From an optimization exercise on the open Yosys and OpenROAD flow, aimed at small area, a short achievable clock period and few clock cycles; shortcuts taken in it are not production practice. RTL that was checked went through simulation tests only; none was proved equivalent to the original. Power figures rest on the tool's default switching activity, not on a simulated workload.

==> inputs of cedar <==
==> flow/design.v (excerpt) <==
module energy_vad_endpoint_detector_core (
  input  logic        clk,
  input  logic        rst,
  input  logic        s_tvalid,
  output logic        s_tready,
  input  logic [15:0] s_tdata,
  input  logic [1:0]  s_tuser,
  input  logic        s_tlast,
  output logic        m_tvalid,
  input  logic        m_tready,
  output logic [7:0]  m_tdata,
  input  logic        cfg_we,
  input  logic [2:0]  cfg_index,
  input  logic [30:0] cfg_wdata
);
clock: 10.0 ns
lec_check: 0
cap_margin: 20
core_margin: 2
core_utilization: 40
slew_margin: 20
run.sh (not shown) runs the stock make flow with config.mk's settings and CLKGATE_MAP_FILE= SYNTH_SCRIPT=/design/flow/synth_recipe.tcl, a recipe that flattens the netlist after the stock synthesis.
==> ember: changes against cedar <==
--- a/flow/design.v
+++ b/flow/design.v
@@ -12,23 +12,22 @@
   localparam logic [30:0] LMS_RESET     = 31'd68719;
   localparam logic [15:0] SPEECH_RESET  = 16'd400;
   localparam logic [15:0] SILENCE_RESET = 16'd900;
   localparam logic [15:0] MAX_RESET     = 16'd20000;
   localparam logic [9:0]  TICK_RESET    = 10'd50;
 endpackage
 `timescale 1ns / 1ps
 module evad_square (
-  input  logic [15:0] x,
+  input  logic [14:0] y,       
+  input  logic        s,       
   input  logic [30:0] nl,
   output logic [32:0] u_a,
   output logic [32:0] u_b
 );
-  logic        s;
-  logic [14:0] y;
   logic p_0_1, p_0_2, p_0_3, p_0_4, p_0_5, p_0_6, p_0_7, p_0_8, p_0_9, p_0_10, p_0_11, p_0_12;
   logic p_0_13, p_0_14, p_1_2, p_1_3, p_1_4, p_1_5, p_1_6, p_1_7, p_1_8, p_1_9, p_1_10, p_1_11;
   logic p_1_12, p_1_13, p_1_14, p_2_3, p_2_4, p_2_5, p_2_6, p_2_7, p_2_8, p_2_9, p_2_10, p_2_11;
   logic p_2_12, p_2_13, p_2_14, p_3_4, p_3_5, p_3_6, p_3_7, p_3_8, p_3_9, p_3_10, p_3_11, p_3_12;
   logic p_3_13, p_3_14, p_4_5, p_4_6, p_4_7, p_4_8, p_4_9, p_4_10, p_4_11, p_4_12, p_4_13, p_4_14;
   logic p_5_6, p_5_7, p_5_8, p_5_9, p_5_10, p_5_11, p_5_12, p_5_13, p_5_14, p_6_7, p_6_8, p_6_9;
   logic p_6_10, p_6_11, p_6_12, p_6_13, p_6_14, p_7_8, p_7_9, p_7_10, p_7_11, p_7_12, p_7_13, p_7_14;
   logic p_8_9, p_8_10, p_8_11, p_8_12, p_8_13, p_8_14, p_9_10, p_9_11, p_9_12, p_9_13, p_9_14, p_10_11;
@@ -52,18 +51,16 @@
   logic w181, w182, w183, w184, w185, w186, w187, w188, w189, w190, w191, w192;
   logic w193, w194, w195, w196, w197, w198, w199, w200, w201, w202, w203, w204;
   logic w205, w206, w207, w208, w209, w210, w211, w212, w213, w214, w215, w216;
   logic w217, w218, w219, w220, w221, w222, w223, w224, w225, w226, w227, w228;
   logic w229, w230, w231, w232, w233, w234, w235, w236, w237, w238, w239, w240;
   logic w241, w242, w243, w244, w245, w246, w247, w248, w249, w250, w251, w252;
   logic w253, w254, w255, w256, w257, w258, w259, w260, w261, w262, w263, w264;
   logic w265, w266, w267, w268, w269, w270;
-  assign s = x[15];
-  assign y = x[14:0] ^ {15{s}};
   assign p_0_1 = y[0] & y[1];
   assign p_0_2 = y[0] & y[2];
   assign p_0_3 = y[0] & y[3];
   assign p_0_4 = y[0] & y[4];
   assign p_0_5 = y[0] & y[5];
   assign p_0_6 = y[0] & y[6];
   assign p_0_7 = y[0] & y[7];
   assign p_0_8 = y[0] & y[8];
@@ -489,36 +486,39 @@
         CFG_SPEECH_MIN_TIME:  speech_min  <= cfg_wdata[15:0];
         CFG_SILENCE_END_TIME: silence_end <= cfg_wdata[15:0];
         CFG_MAX_UTTER_TIME:   max_utter   <= cfg_wdata[15:0];
         CFG_TICK_TIME:        tick        <= cfg_wdata[9:0];
         default: ;
       endcase
     end
   end
-  logic [15:0] x0;
+  logic [14:0] y0;            
+  logic        s0;            
   logic [1:0]  op0;
   logic        last0;
   logic        v0;
   logic        accept;
   assign accept = s_tvalid && s_tready;
   always_ff @(posedge clk) begin
-    x0    <= s_tdata;
+    y0    <= s_tdata[14:0] ^ {15{s_tdata[15]}};
+    s0    <= s_tdata[15];
     op0   <= s_tuser;
     last0 <= s_tlast;
     v0    <= !rst && accept;
   end
   logic [32:0] sq_a, sq_b;    
   logic [43:0] a1;
   logic [30:0] b1;
   logic [1:0]  op1;
   logic        last1;
   logic        v1;
   evad_square u_square (
-    .x  (x0),
+    .y   (y0),
+    .s   (s0),
     .nl  (nlms),
     .u_a (sq_a),
     .u_b (sq_b)
   );
   logic        pass_a, pass_b, dirty;
   logic [3:0]  step;
   logic        step_last;
   logic        corr_start, restart;
@@ -578,17 +578,23 @@
   assign busy  = pass_a || pass_b;
   assign smp1  = v1 && (op1 == OP_SAMPLE);
   assign add_c = busy ? pass_b : 1'b1;
   assign k_add = busy ? 44'd0 : {13'h1FFF, 31'd0};    
   assign cs1_s = acc_e ^ a1 ^ 44'(b1);
   assign cs1_c = (acc_e & a1) | (acc_e & 44'(b1)) | (a1 & 44'(b1));
   assign cs2_s = cs1_s ^ {cs1_c[42:0], add_c} ^ k_add;
   assign cs2_c = (cs1_s & {cs1_c[42:0], add_c}) | (cs1_s & k_add) | ({cs1_c[42:0], add_c} & k_add);
-  assign sum_e = cs2_s + {cs2_c[42:0], 1'b0};
+  evad_add #(
+    .W (44)
+  ) u_add_e (
+    .a (cs2_s),
+    .b ({cs2_c[42:0], 1'b0}),
+    .s (sum_e)
+  );
   assign count_bit = count[step];
   always_comb begin
     level_next = level;
     if (smp1 && last1) level_next = count[12] ? !acc_e[43] : !sum_e[43];
   end
   always_ff @(posedge clk) begin
     if (rst) begin
       acc_e <= '1;
@@ -604,18 +610,20 @@
       end else if (!count[12]) begin
         acc_e <= sum_e;
         count <= count + 13'd1;
       end
     end
   end
   logic        turn_open, heard, ended;
   logic [15:0] speech_time, quiet_time;
-  logic [16:0] speech_sum, quiet_sum;
-  logic        ge_smin, ge_sil, ge_max_loud, ge_max_quiet;
+  logic [15:0] time_base, time_thr, time_other;
+  logic [16:0] time_sum;
+  logic [15:0] time_sat;
+  logic        ge_thr, ge_max;
   logic        open_next, heard_next, ended_next;
   logic [15:0] speech_next, quiet_next;
   logic        endpoint, cause, forward;
   function automatic logic ge_sum2(input logic [16:0] a, input logic [16:0] b,
                                    input logic [16:0] c);
     logic [18:0] s, k, d;
     s = 19'(a) ^ 19'(b) ^ ~(19'(c));
     k = (19'(a) & 19'(b)) | (19'(a) & ~(19'(c))) | (19'(b) & ~(19'(c)));
@@ -627,55 +635,51 @@
     logic [18:0] s1, k1, s2, k2, d;
     s1 = 19'(a) ^ 19'(b) ^ 19'(t);
     k1 = (19'(a) & 19'(b)) | (19'(a) & 19'(t)) | (19'(b) & 19'(t));
     s2 = s1 ^ {k1[17:0], 1'b0} ^ ~(19'(c));
     k2 = (s1 & {k1[17:0], 1'b0}) | (s1 & ~(19'(c))) | ({k1[17:0], 1'b0} & ~(19'(c)));
     d = s2 + {k2[17:0], 1'b1};
     ge_sum3 = ~d[18];
   endfunction
-  assign speech_sum   = 17'(speech_time) + 17'(tick);
-  assign quiet_sum    = 17'(quiet_time) + 17'(tick);
-  assign ge_smin      = ge_sum2(17'(speech_time), 17'(tick), 17'(speech_min));
-  assign ge_sil       = ge_sum2(17'(quiet_time), 17'(tick), 17'(silence_end));
-  assign ge_max_loud  = ge_sum2(17'(speech_time), 17'(tick), 17'(max_utter));
-  assign ge_max_quiet = ge_sum3(17'(speech_time), 17'(quiet_time), 17'(tick),
-                                17'(max_utter));
+  assign time_base  = level ? speech_time : quiet_time;
+  assign time_thr   = level ? speech_min : silence_end;
+  assign time_other = level ? 16'd0 : speech_time;
+  assign time_sum   = 17'(time_base) + 17'(tick);
+  assign time_sat   = time_sum[16] ? 16'hFFFF : time_sum[15:0];
+  assign ge_thr     = ge_sum2(17'(time_base), 17'(tick), 17'(time_thr));
+  assign ge_max     = ge_sum3(17'(time_base), 17'(tick), 17'(time_other),
+                              17'(max_utter));
   always_comb begin
     open_next   = turn_open;
     heard_next  = heard;
     ended_next  = ended;
     speech_next = speech_time;
     quiet_next  = quiet_time;
     endpoint    = 1'b0;
     cause       = 1'b0;
     forward     = 1'b0;
     case (op1)
       OP_SAMPLE: forward = turn_open;
       OP_TICK: begin
         if (turn_open && !ended) begin
           if (level) begin
-            speech_next = speech_sum[16] ? 16'hFFFF : speech_sum[15:0];
+            speech_next = time_sat;
             quiet_next  = '0;
-            if (ge_smin) heard_next = 1'b1;
-            if (ge_max_loud) begin
-              ended_next = 1'b1;
-              endpoint   = 1'b1;
-              cause      = 1'b1;
-            end
+            if (ge_thr) heard_next = 1'b1;
           end else begin
-            quiet_next = quiet_sum[16] ? 16'hFFFF : quiet_sum[15:0];
-            if (heard && ge_sil) begin
-              ended_next = 1'b1;
-              endpoint   = 1'b1;
-            end else if (ge_max_quiet) begin
-              ended_next = 1'b1;
-              endpoint   = 1'b1;
-              cause      = 1'b1;
-            end
+            quiet_next = time_sat;
+          end
+          if (!level && heard && ge_thr) begin
+            ended_next = 1'b1;
+            endpoint   = 1'b1;
+          end else if (ge_max) begin
+            ended_next = 1'b1;
+            endpoint   = 1'b1;
+            cause      = 1'b1;
           end
         end
       end
       OP_OPEN: begin
         speech_next = '0;
         quiet_next  = '0;
         heard_next  = 1'b0;
         ended_next  = 1'b0;
@@ -755,8 +759,34 @@
       inflight <= '0;
       s_tready <= 1'b0;
     end else begin
       inflight <= inflight_next;
       s_tready <= (inflight_next <= 3'd3) && !corr_start && !(busy && !(pass_b && step_last && !restart));
     end
   end
 endmodule
+module evad_add #(
+  parameter int W = 44
+) (
+  input  logic [W-1:0] a,
+  input  logic [W-1:0] b,
+  output logic [W-1:0] s
+);
+  localparam int LV = $clog2(W);
+  logic [W-1:0] gp [0:LV];    
+  logic [W-1:0] pp [0:LV];    
+  assign gp[0] = a & b;
+  assign pp[0] = a ^ b;
+  for (genvar l = 0; l < LV; l++) begin : g_level
+    for (genvar i = 0; i < W; i++) begin : g_bit
+      if (((i >> l) & 1) == 1) begin : g_comb
+        localparam int J = ((i >> l) << l) - 1;
+        assign gp[l+1][i] = gp[l][i] | (pp[l][i] & gp[l][J]);
+        assign pp[l+1][i] = pp[l][i] & pp[l][J];
+      end else begin : g_pass
+        assign gp[l+1][i] = gp[l][i];
+        assign pp[l+1][i] = pp[l][i];
+      end
+    end
+  end
+  assign s = (a ^ b) ^ {gp[LV][W-2:0], 1'b0};
+endmodule
==> summary of the runs <==
- Against ember, the global-route usage of cedar is higher by 0.10 points.
- Of ember and cedar, cedar has the higher register-to-register slack (gap 0.53 ns).
- Combinational power: cedar is higher than ember (32%).
- Against ember, the design area of cedar is higher by about 8%.
- Of cedar and ember, cedar has the higher clock power (gap about 10%, measured against ember).
- Sequential cell count is the same in ember and cedar.
==> figures <==
| item | cedar | ember |
|---|---|---|
| Outcome | finished clean | finished clean |
| Count of placed standard cells including taps | 3625 | 3336 |
| Layout clock area frac | 5.18% | 4.84% |
| Well Taps | 782 | 756 |
| Fraction of power spent switching nets | 43.4% | 40.4% |
| DIE HEIGHT | 251 µm | 242 µm |
| Signal buf overhead | 2.78% | 3.13% |
| Basic-gate share of the synthesized area counting and, or, nand and nor cells | 16.6% | 17.3% |
| Drt first pass iters | 6 | 5 |
| Multiplexer share of the synthesized area | 0.886% | 2.37% |
| Setup crit end | a1[21] | m_flags[0] |
| Cell-internal power | 4.18 mW | 3.70 mW |
| Total net switching power | 3.21 mW | 2.51 mW |
Testbench counts of ember, summed over its fixed seeds: cycles 160,134.
Function not checked in cedar: the RTL went through the layout flow alone.

==> port drivers added, routing unchanged <==
The flow's constraints put no driver on any port. The routed layouts listed below were extracted and timed again, unchanged, in two steps.
Step 1, drivers: a clkbuf_16 drives clk and a buf_2 each remaining input, both assumed.
Step 2, shift: input delay + t, output delay - t, t = (earliest + latest rising clock arrival at the registers) / 2. This alone moves slack from input paths to output paths.
Slacks: ideal / step 1 / step 2; pairs: ideal / step 1.
| run | shift t [ns] | slack for setup (ns) | pins driven straight from the clock port |
|---|---|---|---|
| cedar | 0.621 | 5.466 / 5.466 / 5.277 | 1 |
| ember | 0.615 | 4.938 / 4.938 / 4.938 | 1 |
After both steps every run listed still meets setup and hold. The setup slack of cedar, which loses most, moves by 0.000 ns with the drivers and by -0.189 ns with both steps.
